What follows belongs to an exercise in optimizing a design on an open flow for small area; a production flow would make more cautious choices.
RTL that was checked went through simulation tests only; none was proved equivalent to the original.
Power is estimated from default activity; no workload was simulated.

// decode_dispatch
module decode_dispatch (
  input  logic                   clk,
  input  logic                   rst,
  input  logic                   roll_back,
  input  logic                   if_in_en,
  input  dispatch_pkg::addr_t    if_pc,
  input  dispatch_pkg::instr_t   if_instr,
  input  logic                   jump,
  input  logic                   rs1_busy,
  input  dispatch_pkg::rob_idx_t rs1_dep,
  input  dispatch_pkg::data_t    rs1_val,
  input  logic                   rs2_busy,
  input  dispatch_pkg::rob_idx_t rs2_dep,
  input  dispatch_pkg::data_t    rs2_val,
  input  logic                   cdb_en,
  input  dispatch_pkg::rob_idx_t cdb_rob_idx,
  input  dispatch_pkg::data_t    cdb_val,
  input  dispatch_pkg::rob_idx_t rob_idx_nxt,
  output logic                   stall_reset,
  output dispatch_pkg::addr_t    new_pc,
  output dispatch_pkg::rob_idx_t stall_rob_idx,
  output logic                   rf_en,
  output dispatch_pkg::reg_idx_t rf_dest,
  output dispatch_pkg::rob_idx_t rf_rob_idx,
  output logic                   rs_en,
  output dispatch_pkg::rs_op_t   rs_op_out,
  output dispatch_pkg::data_t    rs_vj,
  output logic                   rs_qj_en,
  output dispatch_pkg::rob_idx_t rs_qj,
  output dispatch_pkg::data_t    rs_vk,
  output logic                   rs_qk_en,
  output dispatch_pkg::rob_idx_t rs_qk,
  output dispatch_pkg::rob_idx_t rs_rob_idx,
  output logic                   rob_en,
  output dispatch_pkg::rob_idx_t rob_idx,
  output logic                   rob_ready,
  output dispatch_pkg::rob_op_t  rob_op,
  output dispatch_pkg::reg_idx_t rob_dest,
  output dispatch_pkg::data_t    rob_val,
  output logic                   rob_jump,
  output dispatch_pkg::addr_t    rob_pc,
  output dispatch_pkg::addr_t    rob_alt_pc
);
Size in the first run: ~11000 um^2 of cells after synthesis.
clock: 5.0 ns
lec_check: 0
cap_margin: 0
core_margin: 2
core_utilization: 65
place_density: 0.75
slew_margin: 0
synth_hierarchical: 1
synth_minimum_keep_size: 0
standard.sh (not shown) runs the stock make flow with config.mk's settings and CLKGATE_MAP_FILE= SYNTH_SCRIPT=/design/flow/synth_recipe.tcl, a recipe that flattens the netlist after the stock synthesis.
==> flow/flow/run.sh <==
#!/bin/bash
# Standard ORFS layout with two changes: the port buffers use the smallest
# buffer cell, and the clock tree uses few, large sink clusters and no dummy loads.
export BUFFER_PORTS_ARGS="-buffer_cell sky130_fd_sc_hd__buf_1"
export CTS_ARGS="-sink_clustering_enable -repair_clock_nets -dont_use_dummy_load -sink_clustering_size 16 -sink_clustering_max_diameter 60 -buf_list {sky130_fd_sc_hd__clkbuf_4 sky130_fd_sc_hd__clkbuf_8}"
bash standard.sh > standard.log 2>&1
Rerun with:
--- a/flow/design.v
+++ b/flow/design.v
@@ -388,34 +388,25 @@
   assign ld_alt_sum = ld_any && is_branch && !jump;
   assign kp_alt     = run && !(disp && is_branch);
   dispatch_pkg::addr_t    new_pc_d, rob_pc_d, rob_val_d, rob_alt_pc_d;
   dispatch_pkg::data_t    rs_vj_d, rs_vk_d;
   dispatch_pkg::rob_idx_t stall_rob_idx_d, rs_qj_d, rs_qk_d, rs_rob_idx_d;
   dispatch_pkg::rs_op_t   rs_op_d;
   dispatch_pkg::reg_idx_t rob_dest_d;
   logic                   rob_ready_d, rob_op_br_d, rob_jump_d, rs_qj_en_d, rs_qk_en_d;
-  ao222 #(.W(31)) u_new_pc (
-    .s0(ld_npc_p4), .d0(pc_plus4[31:1]), .s1(ld_npc_sum), .d1(sum[31:1]),
-    .s2(kp_npc), .d2(new_pc[31:1]), .y(new_pc_d[31:1]));
-  ao22_1 u_new_pc0 (
-    .s0(ld_npc_p4 || (ld_npc_sum && !is_jalr)), .d0(if_pc[0]),
-    .s1(kp_npc), .d1(new_pc[0]), .y(new_pc_d[0]));
-  ao222 #(.W(30)) u_rob_val (
-    .s0(ld_val_p4), .d0(pc_plus4[31:2]), .s1(ld_val_sum), .d1(sum[31:2]),
-    .s2(kp_val), .d2(rob_val[31:2]), .y(rob_val_d[31:2]));
-  ao22 #(.W(2)) u_rob_val_lo (
-    .s0(ld_val_p4 || (ld_val_sum && is_auipc)), .d0(if_pc[1:0]),
-    .s1(kp_val), .d1(rob_val[1:0]), .y(rob_val_d[1:0]));
-  ao222 #(.W(31)) u_rob_alt_pc (
-    .s0(ld_alt_p4), .d0(pc_plus4[31:1]), .s1(ld_alt_sum), .d1(sum[31:1]),
-    .s2(kp_alt), .d2(rob_alt_pc[31:1]), .y(rob_alt_pc_d[31:1]));
-  ao22_1 u_rob_alt_pc0 (
-    .s0(ld_alt_p4 || ld_alt_sum), .d0(if_pc[0]),
-    .s1(kp_alt), .d1(rob_alt_pc[0]), .y(rob_alt_pc_d[0]));
+  ao222 #(.W(32)) u_new_pc (
+    .s0(ld_npc_p4), .d0(pc_plus4), .s1(ld_npc_sum), .d1({sum[31:1], sum[0] && !is_jalr}),
+    .s2(kp_npc), .d2(new_pc), .y(new_pc_d));
+  ao222 #(.W(32)) u_rob_val (
+    .s0(ld_val_p4), .d0(pc_plus4), .s1(ld_val_sum), .d1(sum), .s2(kp_val), .d2(rob_val),
+    .y(rob_val_d));
+  ao222 #(.W(32)) u_rob_alt_pc (
+    .s0(ld_alt_p4), .d0(pc_plus4), .s1(ld_alt_sum), .d1(sum), .s2(kp_alt), .d2(rob_alt_pc),
+    .y(rob_alt_pc_d));
   ao22 #(.W(32)) u_rob_pc (
     .s0(ld_any), .d0(if_pc), .s1(kp_any), .d1(rob_pc), .y(rob_pc_d));
   ao22 #(.W(5)) u_rob_dest (
     .s0(ld_any), .d0(rd), .s1(kp_any), .d1(rob_dest), .y(rob_dest_d));
   ao22 #(.W(3)) u_rob_flags (
     .s0(ld_any), .d0({has_result, is_branch, is_branch && jump}),
     .s1(kp_any), .d1({rob_ready, rob_op_br, rob_jump}),
     .y({rob_ready_d, rob_op_br_d, rob_jump_d}));
Effect: Final area is about the same; clock power rises slightly; fmax is higher slightly; synthesized area barely changes; global-route usage went up by 1.3 points; flip-flop and latch count does not change; routed wire length went up by a few percent; via count barely changes; sequential share of layout area stays flat; combinational power barely changes.
For the first run of this note, only the layout was checked, not whether the RTL still works.

==> static timing again, ports no longer ideal <==
Ports are ideal in the flow. The routed layouts listed here were re-timed in OpenROAD.
Step 1 assumes that a clkbuf_16 drives the clock port and a buf_2 every other input.
Step 2 times the ports against the registers' clock, not the clock port: input delays grow and output delays shrink by t, the midpoint of the rising clock arrivals with the driver on.
Three values: ideal ports, drivers, drivers and shift; two values: the first two.
run	t (ns)	slack for setup (ns)	hold WS [ns]	slew at the worst register clock pin (ns)	cell pins on the clock port's net
the first run	0.550	0.417 / 0.416 / -0.135	0.479 / 0.479 / 0.479	0.11 / 0.11	1
the second run	0.556	0.446 / 0.462 / -0.095	0.474 / 0.474 / 0.474	0.11 / 0.11	1
With both steps, setup timing fails in the first run and the second run, where it was met with ideal ports. The setup slack of the first run, which loses most, moves by -0.001 ns with the drivers and by -0.552 ns with both steps.
